Context: an optimization exercise on an open-source flow, tuned for small area, a short achievable clock period and few clock cycles per item. The choices shown serve that exercise and are no tape-out recipe. RTL that was checked went through simulation tests only; none was proved equivalent to the original.

==> run a <==
// line_follow_pid_drive_core
module line_follow_pid_drive_core (
    input  logic                                 clk,
    input  logic                                 rst_n,
    input  logic                                 cfg_we,
    input  logic [lfpd_pkg::CFG_IDX_W-1:0]       cfg_index,
    input  logic [lfpd_pkg::CFG_DATA_W-1:0]      cfg_data,
    input  logic                                 in_valid,
    output logic                                 in_ready,
    input  logic [lfpd_pkg::SENSOR_W-1:0]        in_sensor_bits,
    input  logic                                 in_read_failed,
    input  logic signed [lfpd_pkg::DELTA_W-1:0]  in_left_delta,
    input  logic signed [lfpd_pkg::DELTA_W-1:0]  in_right_delta,
    output logic                                 out_valid,
    input  logic                                 out_ready,
    output logic signed [lfpd_pkg::DRIVE_W-1:0]  out_left_drive,
    output logic signed [lfpd_pkg::DRIVE_W-1:0]  out_right_drive,
    output logic                                 out_motor_stop,
    output logic [1:0]                           out_line_status,
    output logic                                 out_run_finished,
    output logic                                 out_alert_on,
    output logic                                 out_notify_stop,
    output logic signed [lfpd_pkg::ERR_W-1:0]    out_line_error
);
    function automatic logic signed [6:0] sensor_avg(input logic [7:0] b);
        logic signed [6:0] v;
        case (b)
            8'd0: v = 7'sd0;
            8'd1: v = 7'sd5;
            8'd2: v = 7'sd4;
            8'd3: v = 7'sd11;
            8'd4: v = 7'sd2;
            8'd5: v = 7'sd10;
            8'd6: v = 7'sd8;
            8'd7: v = 7'sd17;
            8'd8: v = 7'sd2;
            8'd9: v = 7'sd9;
            8'd10: v = 7'sd7;
            8'd11: v = 7'sd16;
            8'd12: v = 7'sd5;
            8'd13: v = 7'sd15;
            8'd14: v = 7'sd12;
            8'd15: v = 7'sd25;
            8'd16: v = -7'sd2;
            8'd17: v = 7'sd4;
            8'd18: v = 7'sd2;
            8'd19: v = 7'sd10;
  ...
export LEC_CHECK = 0
export ABC_AREA = 1
export CAP_MARGIN = 20
export CORE_MARGIN = 2
export CORE_UTILIZATION = 55
export SLEW_MARGIN = 20
create_clock -name core_clock -period 12.0 [get_ports {clk}]
standard.sh (not shown) runs the stock make flow with config.mk's settings and CLKGATE_MAP_FILE= SYNTH_SCRIPT=/design/flow/synth_recipe.tcl, a recipe that flattens the netlist after the stock synthesis.
==> flow/flow/run.sh <==
#!/bin/bash
set -e
export SETUP_SLACK_MARGIN=6.5
bash standard.sh > standard.log 2>&1
==> inputs of run b, as changes to run a <==
--- a/flow/design.v
+++ b/flow/design.v
@@ -619,12 +619,13 @@
     logic [5:0]         emag_b;      
     logic               eneg_b;
     logic [8:0]         imag_b;      
     logic               ineg_b;
     logic signed [9:0]  integ_new;
     logic               fin_b;
+    logic               notify_b;
     logic               alert_b;
     logic [6:0]         dmag_b;      
     logic               dneg_b;
     logic signed [7:0]  diff_n;
     assign diff_n = 8'(err_n) - 8'(h_reg);
     assign integ_new = (va && !halted_reg && !fail_a && !white_a && !target_hit)
@@ -679,12 +680,13 @@
             status_b <= 2'd0;
             emag_b   <= '0;
             eneg_b   <= 1'b0;
             ineg_b   <= integ_new[9];
             imag_b   <= integ_new[9] ? 9'(-integ_new) : integ_new[8:0];
             fin_b    <= 1'b0;
+            notify_b <= 1'b0;
             alert_b  <= started_reg && !done_reg;
             dneg_b   <= diff_n[7];
             dmag_b   <= diff_n[7] ? 7'(-diff_n) : diff_n[6:0];
             if (halted_reg)
                 ;
             else if (fail_a || long_loss)
@@ -693,13 +695,16 @@
             begin
                 status_b <= status_n;
                 eneg_b   <= err_n[6];
                 emag_b   <= err_n[6] ? 6'(-err_n) : err_n[5:0];
                 alert_b  <= started_next && !done_next;
                 if (target_hit)
+                begin
                     fin_b    <= 1'b1;
+                    notify_b <= !two_lap_reg;
+                end
                 else
                     norm_b <= 1'b1;
             end
         end
     end
     logic [5:0]  e_mag;
@@ -716,12 +721,13 @@
     assign d_prod = 24'(fd_reg) * 24'(d_mag);
     logic               vc;
     logic               norm_c;
     logic [1:0]         status_c;
     logic signed [6:0]  err_c;
     logic               fin_c;
+    logic               notify_c;
     logic               alert_c;
     logic               far_c;
     logic               pneg_c;
     logic               dneg_c;
     logic               ineg_c;
     logic [11:0]        pq_c;        
@@ -739,12 +745,13 @@
         if (adv)
         begin
             norm_c   <= norm_b;
             status_c <= status_b;
             err_c    <= eneg_b ? -(7'(emag_b)) : 7'(emag_b);
             fin_c    <= fin_b;
+            notify_c <= notify_b;
             alert_c  <= alert_b;
             far_c    <= (lost_reg >= 7'd65);
             pneg_c   <= eneg_b;
             dneg_c   <= dneg_b;
             ineg_c   <= ineg_b;
             pq_c     <= p_prod[9 +: 12];
@@ -770,12 +777,13 @@
     assign {qin, qiu} = iq_scale(i_q);
     logic               ve;
     logic               norm_e;
     logic [1:0]         status_e;
     logic signed [6:0]  err_e;
     logic               fin_e;
+    logic               notify_e;
     logic               alert_e;
     logic               far_e;
     logic [15:0]        lp_e;        
     logic [15:0]        rp_e;        
     logic signed [6:0]  iqs_e;       
     logic signed [6:0]  qil_e;       
@@ -792,12 +800,13 @@
         if (adv)
         begin
             norm_e   <= norm_c;
             status_e <= status_c;
             err_e    <= err_c;
             fin_e    <= fin_c;
+            notify_e <= notify_c;
             alert_e  <= alert_c;
             far_e    <= far_c;
             lp_e     <= lp;
             rp_e     <= rp;
             iqs_e    <= iqs;
             qil_e    <= ineg_c ? qin : qiu;
@@ -834,12 +843,13 @@
     endfunction
     logic               vf;
     logic               norm_f;
     logic [1:0]         status_f;
     logic signed [6:0]  err_f;
     logic               fin_f;
+    logic               notify_f;
     logic               alert_f;
     scaled_t            ls_f;
     scaled_t            rs_f;
     logic med_e;
     assign med_e = (status_e == 2'd2);
     always_ff @(posedge clk or negedge rst_n)
@@ -854,12 +864,13 @@
         if (adv)
         begin
             norm_f   <= norm_e;
             status_f <= status_e;
             err_f    <= err_e;
             fin_f    <= fin_e;
+            notify_f <= notify_e;
             alert_f  <= alert_e;
             ls_f     <= scale_step(lp_e, iqs_e, qil_e, med_e, far_e);
             rs_f     <= scale_step(rp_e, -iqs_e, qir_e, med_e, far_e);
         end
     end
     function automatic logic signed [15:0] finish(input scaled_t s);
@@ -893,12 +904,13 @@
     logic signed [15:0] out_left_reg;
     logic signed [15:0] out_right_reg;
     logic               out_stop_reg;
     logic [1:0]         out_status_reg;
     logic               out_fin_reg;
     logic               out_alert_reg;
+    logic               out_notify_reg;
     logic signed [6:0]  out_err_reg;
     always_ff @(posedge clk or negedge rst_n)
     begin
         if (!rst_n)
             out_valid_reg <= 1'b0;
         else if (adv)
@@ -911,19 +923,20 @@
             out_left_reg   <= norm_f ? finish(ls_f) : 16'sd0;
             out_right_reg  <= norm_f ? finish(rs_f) : 16'sd0;
             out_stop_reg   <= !norm_f;
             out_status_reg <= status_f;
             out_fin_reg    <= fin_f;
             out_alert_reg  <= alert_f;
+            out_notify_reg <= notify_f;
             out_err_reg    <= err_f;
         end
     end
     assign out_valid        = out_valid_reg;
     assign out_left_drive   = limit(out_left_reg);
     assign out_right_drive  = limit(out_right_reg);
     assign out_motor_stop   = out_stop_reg;
     assign out_line_status  = out_status_reg;
     assign out_run_finished = out_fin_reg;
     assign out_alert_on     = out_alert_reg;
-    assign out_notify_stop  = out_fin_reg && !two_lap_reg;
+    assign out_notify_stop  = out_notify_reg;
     assign out_line_error   = out_err_reg;
 endmodule
==> flow/flow/run.sh (replaced) <==
#!/bin/bash
set -e
export SETUP_SLACK_MARGIN=7.2
bash standard.sh > standard.log 2>&1
CORE_UTILIZATION = 40   (was 55)
==> comparison table <==
item	run a	run b
Total via count in the routed design	35407	37116
Met1 routed wirelength after detailed routing	51.0 mm	53.0 mm
Run status	timing/DRC/antenna clean	timing/DRC/antenna clean
Via count of the first global-routing pass	34693	36562
Number of resized instances in the post-cts repair step	22	261
Unique masters post-synth	63	72
Met2 routed WL	52.1 mm	57.1 mm
Antenna violations before repair	1	3
Placement row count	106	125
Worst Slack Setup Final	6.60 ns	6.66 ns
Number of DRC markers after the initial detailed-route iteration	2139	2278
Setup bufs post-CTS	65	227
Min-Delay Endpoint	cfg_index_r[0]	cfg_we_r
Count of buffers not belonging to the clock network in the layout	276	476
Slew @ Worst Pin	0.949 ns	1.07 ns
Met3 track demand over resource in global routing	2.98%	2.23%
Fill cells	7360	10885
Area used by sequential logic in the layout	0.0122 sq mm	0.0123 sq mm
Post-route non-filler standard cell count	6657	7331
Hold path startpoint	cfg_index_0[0]	cfg_we_0
Reg2reg path depth	25	26
Testbench counts of run a, summed over its fixed seeds: cycles 3,530, items 3,482.
Testbench counts of run b, summed over its fixed seeds: cycles 3,530, items 3,482.

==> 02-08 <==
line_follow_pid_drive_core, a different RTL version from the one above (not shown whole).
Settings: LEC_CHECK=0, CAP_MARGIN=20, CORE_MARGIN=2, CORE_UTILIZATION=40, SLEW_MARGIN=20; clock period 12.0 ns.
run.sh (not shown) runs the stock make flow with config.mk's settings and CLKGATE_MAP_FILE= SYNTH_SCRIPT=/design/flow/synth_recipe.tcl, a recipe that flattens the netlist after the stock synthesis.
Stock flow here: none of the scripts above is used.
==> 07-06 (differences from 02-08) <==
--- a/flow/design.v
+++ b/flow/design.v
@@ -820,15 +820,15 @@
         s.s70  = med && !far;
         s.add1 = med && far && v[15] && v[0];
         if (!med)
             s.sel = v;
         else if (far)
             s.sel = v >>> 1;
         else
-            s.sel = 16'($signed(t[12 +: 14]));
+            s.sel = 16'(signed'(t[12 +: 14]));
         scale_step = s;
     endfunction
     logic               vf;
     logic               norm_f;
     logic [1:0]         status_f;
     logic signed [6:0]  err_f;
     logic               fin_f;
==> flow/flow/run.sh (new file) <==
#!/bin/bash
set -e
export SETUP_SLACK_MARGIN=7.2
bash standard.sh > standard.log 2>&1
==> flow/standard.sh (new file) <==
#!/bin/bash
# synth_recipe.tcl (not shown) runs the flow's synth.tcl, then flattens the netlist and writes it again
# the make line also repeats each setting of config.mk as NAME=value (left out here)
make -C /OpenROAD-flow-scripts/flow DESIGN_CONFIG=/design/flow/config.mk WORK_HOME=/design/flow/orfs CLKGATE_MAP_FILE= SYNTH_SCRIPT=/design/flow/synth_recipe.tcl "${@:-finish}"
==> flow/config.mk (replaced) <==
export PLATFORM = sky130hd
export DESIGN_NAME = line_follow_pid_drive_core
export DESIGN_NICKNAME = line_follow_pid_drive_core
export VERILOG_FILES = /design/flow/design.v
export SDC_FILE = /design/flow/constraint.sdc
export NUM_CORES = 4
export LEC_CHECK = 0
export ABC_AREA = 1
export CAP_MARGIN = 20
export CORE_MARGIN = 2
export CORE_UTILIZATION = 40
export SLEW_MARGIN = 20
removed: flow/run.sh
==> 11-04 (differences from 02-08) <==
--- a/flow/design.v
+++ b/flow/design.v
@@ -820,15 +820,15 @@
         s.s70  = med && !far;
         s.add1 = med && far && v[15] && v[0];
         if (!med)
             s.sel = v;
         else if (far)
             s.sel = v >>> 1;
         else
-            s.sel = 16'($signed(t[12 +: 14]));
+            s.sel = 16'(signed'(t[12 +: 14]));
         scale_step = s;
     endfunction
     logic               vf;
     logic               norm_f;
     logic [1:0]         status_f;
     logic signed [6:0]  err_f;
     logic               fin_f;
==> flow/config.mk (replaced) <==
export PLATFORM = sky130hd
export DESIGN_NAME = line_follow_pid_drive_core
export DESIGN_NICKNAME = line_follow_pid_drive_core
export VERILOG_FILES = /design/flow/design.v
export SDC_FILE = /design/flow/constraint.sdc
export NUM_CORES = 4
export LEC_CHECK = 0
export ABC_AREA = 1
export CAP_MARGIN = 20
export CORE_MARGIN = 2
export CORE_UTILIZATION = 40
export CTS_BUF_LIST = sky130_fd_sc_hd__clkbuf_4 sky130_fd_sc_hd__clkbuf_8
export SLEW_MARGIN = 20
==> qor summary <==
item	11-04	02-08	07-06
Outcome	complete, no violations	complete, no violations	complete, no violations
Area of the multi-input gates	30000 sq um	31700 sq um	32200 sq um
Ratio of final minimum period to clock period	0.566	0.560	0.481
Initial standard-cell utilization of the core	0.404	0.402	0.404
Tap Cells	1512	1524	1512
Grt met3 use	0.0255	0.0196	0.0212
Multi-input combinational area share	0.590	0.626	0.567
First-pass GRT wire length	179000 microns	175000 microns	189000 microns
Crit Path Max Fanout	76	42	5
Final weighted congestion in routability-driven placement	0.910	0.889	0.919
Post_cts resized	0	0	416
Via-per-instance ratio	4.95	5.25	5.03
DR WL/cell	15.3 microns	16.3 microns	15.9 microns
Met2 WL	49200 microns	50300 microns	57400 microns
Upper clock frequency limit	147 MHz	149 MHz	173 MHz
Number of distinct library cells after synthesis	65	97	65
Number of detailed-routing iterations run before antenna repair	6	6	5
Testbench counts of 07-06, summed over its fixed seeds: cycles 3,530, items 3,482.
Testbench counts of 11-04, summed over its fixed seeds: cycles 3,530, items 3,482.
Function not checked in 02-08: the RTL went through the layout flow alone.

==> try-onyx: inputs <==
Another version of the RTL of line_follow_pid_drive_core (not shown whole).
==> flow/config.mk <==
export PLATFORM = sky130hd
export DESIGN_NAME = line_follow_pid_drive_core
export DESIGN_NICKNAME = line_follow_pid_drive_core
export VERILOG_FILES = /design/flow/design.v
export SDC_FILE = /design/flow/constraint.sdc
export NUM_CORES = 4
export LEC_CHECK = 0
export ABC_AREA = 1
export CAP_MARGIN = 20
export CORE_MARGIN = 2
export CORE_UTILIZATION = 55
export SLEW_MARGIN = 20
==> flow/constraint.sdc <==
create_clock -name core_clock -period 12.0 [get_ports {clk}]
set_input_delay 2.4000 -clock core_clock [delete_from_list [all_inputs] [get_ports {clk}]]
set_output_delay 2.4000 -clock core_clock [all_outputs]
set_load 0.01 [all_outputs]
standard.sh (not shown) runs the stock make flow with config.mk's settings and CLKGATE_MAP_FILE= SYNTH_SCRIPT=/design/flow/synth_recipe.tcl, a recipe that flattens the netlist after the stock synthesis.
==> flow/flow/run.sh <==
#!/bin/bash
set -e
export SETUP_SLACK_MARGIN=6.5
bash standard.sh > standard.log 2>&1
==> try-indigo: changes against try-onyx <==
--- a/flow/design.v
+++ b/flow/design.v
@@ -1002,21 +1002,30 @@
         end
     end
     function automatic logic signed [15:0] finish(input scaled_t s);
         logic [7:0]         r;
         logic signed [4:0]  adj_n;
         logic signed [4:0]  adj_p;
         logic signed [4:0]  adj;
+        logic signed [6:0]  lo;
+        logic [10:0]        hi;
         r = s.r7 - 8'(s.sel[7:0] * 8'd10);
         {adj_n, adj_p} = rem_adj(r);
         if (!s.s70)
             adj = {4'b0000, s.add1};
         else
             adj = s.vneg ? adj_n : adj_p;
-        finish = s.sel + 16'(adj);
+        lo = signed'({2'b00, s.sel[4:0]}) + 7'(adj);
+        if (lo[6])
+            hi = s.sel[15:5] - 11'd1;
+        else if (lo[5])
+            hi = s.sel[15:5] + 11'd1;
+        else
+            hi = s.sel[15:5];
+        finish = {hi, lo[4:0]};
     endfunction
     function automatic logic signed [12:0] limit(input logic signed [15:0] sv);
         logic signed [12:0] c;
         if (sv > 16'sd1999)
             c = 13'sd1999;
         else if (sv < -16'sd1999)
             c = -13'sd1999;
CORE_UTILIZATION = 68   (was 55)
==> try-nickel: changes against try-onyx <==
--- a/flow/design.v
+++ b/flow/design.v
@@ -1002,21 +1002,30 @@
         end
     end
     function automatic logic signed [15:0] finish(input scaled_t s);
         logic [7:0]         r;
         logic signed [4:0]  adj_n;
         logic signed [4:0]  adj_p;
         logic signed [4:0]  adj;
+        logic signed [6:0]  lo;
+        logic [10:0]        hi;
         r = s.r7 - 8'(s.sel[7:0] * 8'd10);
         {adj_n, adj_p} = rem_adj(r);
         if (!s.s70)
             adj = {4'b0000, s.add1};
         else
             adj = s.vneg ? adj_n : adj_p;
-        finish = s.sel + 16'(adj);
+        lo = signed'({2'b00, s.sel[4:0]}) + 7'(adj);
+        if (lo[6])
+            hi = s.sel[15:5] - 11'd1;
+        else if (lo[5])
+            hi = s.sel[15:5] + 11'd1;
+        else
+            hi = s.sel[15:5];
+        finish = {hi, lo[4:0]};
     endfunction
     function automatic logic signed [12:0] limit(input logic signed [15:0] sv);
         logic signed [12:0] c;
         if (sv > 16'sd1999)
             c = 13'sd1999;
         else if (sv < -16'sd1999)
             c = -13'sd1999;
==> summary.md <==
| Metric | Value |
|---|---|
| # clk buffers | 62 |
| Met3 Use GR | 3.29% |
| Post-CTS sizing | 37 |
| Placed Area | 46500 µm² |
| Status | complete, no violations |
| Min-Delay Endpoint | cfg_we_r |
| NonClk Buf Share | 4.27% |
| FILL cells | 4711 |
# the run above: try-indigo

==> summary.md <==
| Metric | Value |
|---|---|
| Post-CTS sizing | 59 |
| FILL cells | 7200 |
| # clk buffers | 66 |
| Status | complete, no violations |
| NonClk Buf Share | 4.23% |
| Core Util, Final | 62.3% |
| Min-Delay Endpoint | cfg_index_r[2] |
| Met3 Use GR | 3.30% |
# the run above: try-onyx

==> summary.md <==
| Metric | Value |
|---|---|
| Min-Delay Endpoint | cfg_index_r[1] |
| # clk buffers | 70 |
| FILL cells | 7085 |
| Status | complete, no violations |
| Placed Area | 46800 µm² |
| Met3 Use GR | 2.72% |
| NonClk Buf Share | 4.52% |
| Post-CTS sizing | 38 |
# the run above: try-nickel

Testbench counts of try-indigo, summed over its fixed seeds: cycles 3,530, items 3,482.
Testbench counts of try-nickel, summed over its fixed seeds: cycles 3,530, items 3,482.
Only the layout flow was run in try-onyx; the RTL was not checked for function there.

[port drivers added, routing unchanged]
In the flow no input, the clock included, has a driving cell. The finished layouts below were timed again as built, in two steps.
Step 1 (the two cells are an assumption about what drives the block):
set clk [get_ports {clk}]
set_driving_cell -lib_cell sky130_fd_sc_hd__clkbuf_16 $clk
set_driving_cell -lib_cell sky130_fd_sc_hd__buf_2 [delete_from_list [all_inputs] $clk]
Step 2 adds t to the input delays and takes it off the output delays; t is the mean of the earliest and latest rising clock arrival at the registers after step 1. Input paths then give back, and output paths get back, about the clock's delay inside the block.
Three values: ideal ports, drivers, drivers and shift; two values: the first two.
run	shift t [ns]	setup slack, ns	worst setup path after step 2	clock arrival spread, ns	worst data-port slew with drivers (ns)
run a	0.671	6.599 / 6.576 / 6.101	input to register	0.027 / 0.027	0.07
run b	0.709	6.656 / 6.621 / 6.621	input to output	0.034 / 0.034	0.07
02-08	0.712	5.277 / 5.255 / 4.999	input to register	0.044 / 0.045	0.05
07-06	0.734	6.226 / 6.273 / 5.540	input to register	0.047 / 0.047	0.07
11-04	0.767	5.206 / 5.185 / 4.774	input to register	0.044 / 0.044	0.08
try-onyx	0.668	6.480 / 6.480 / 6.059	input to register	0.034 / 0.034	0.06
try-indigo	0.664	6.538 / 6.518 / 6.114	input to register	0.037 / 0.038	0.05
try-nickel	0.674	6.544 / 6.522 / 6.141	input to register	0.039 / 0.038	0.04
After both steps setup and hold are still met in every run listed. For 07-06, which loses most, drivers alone change the setup slack by +0.047 ns; drivers and shift together by -0.686 ns.
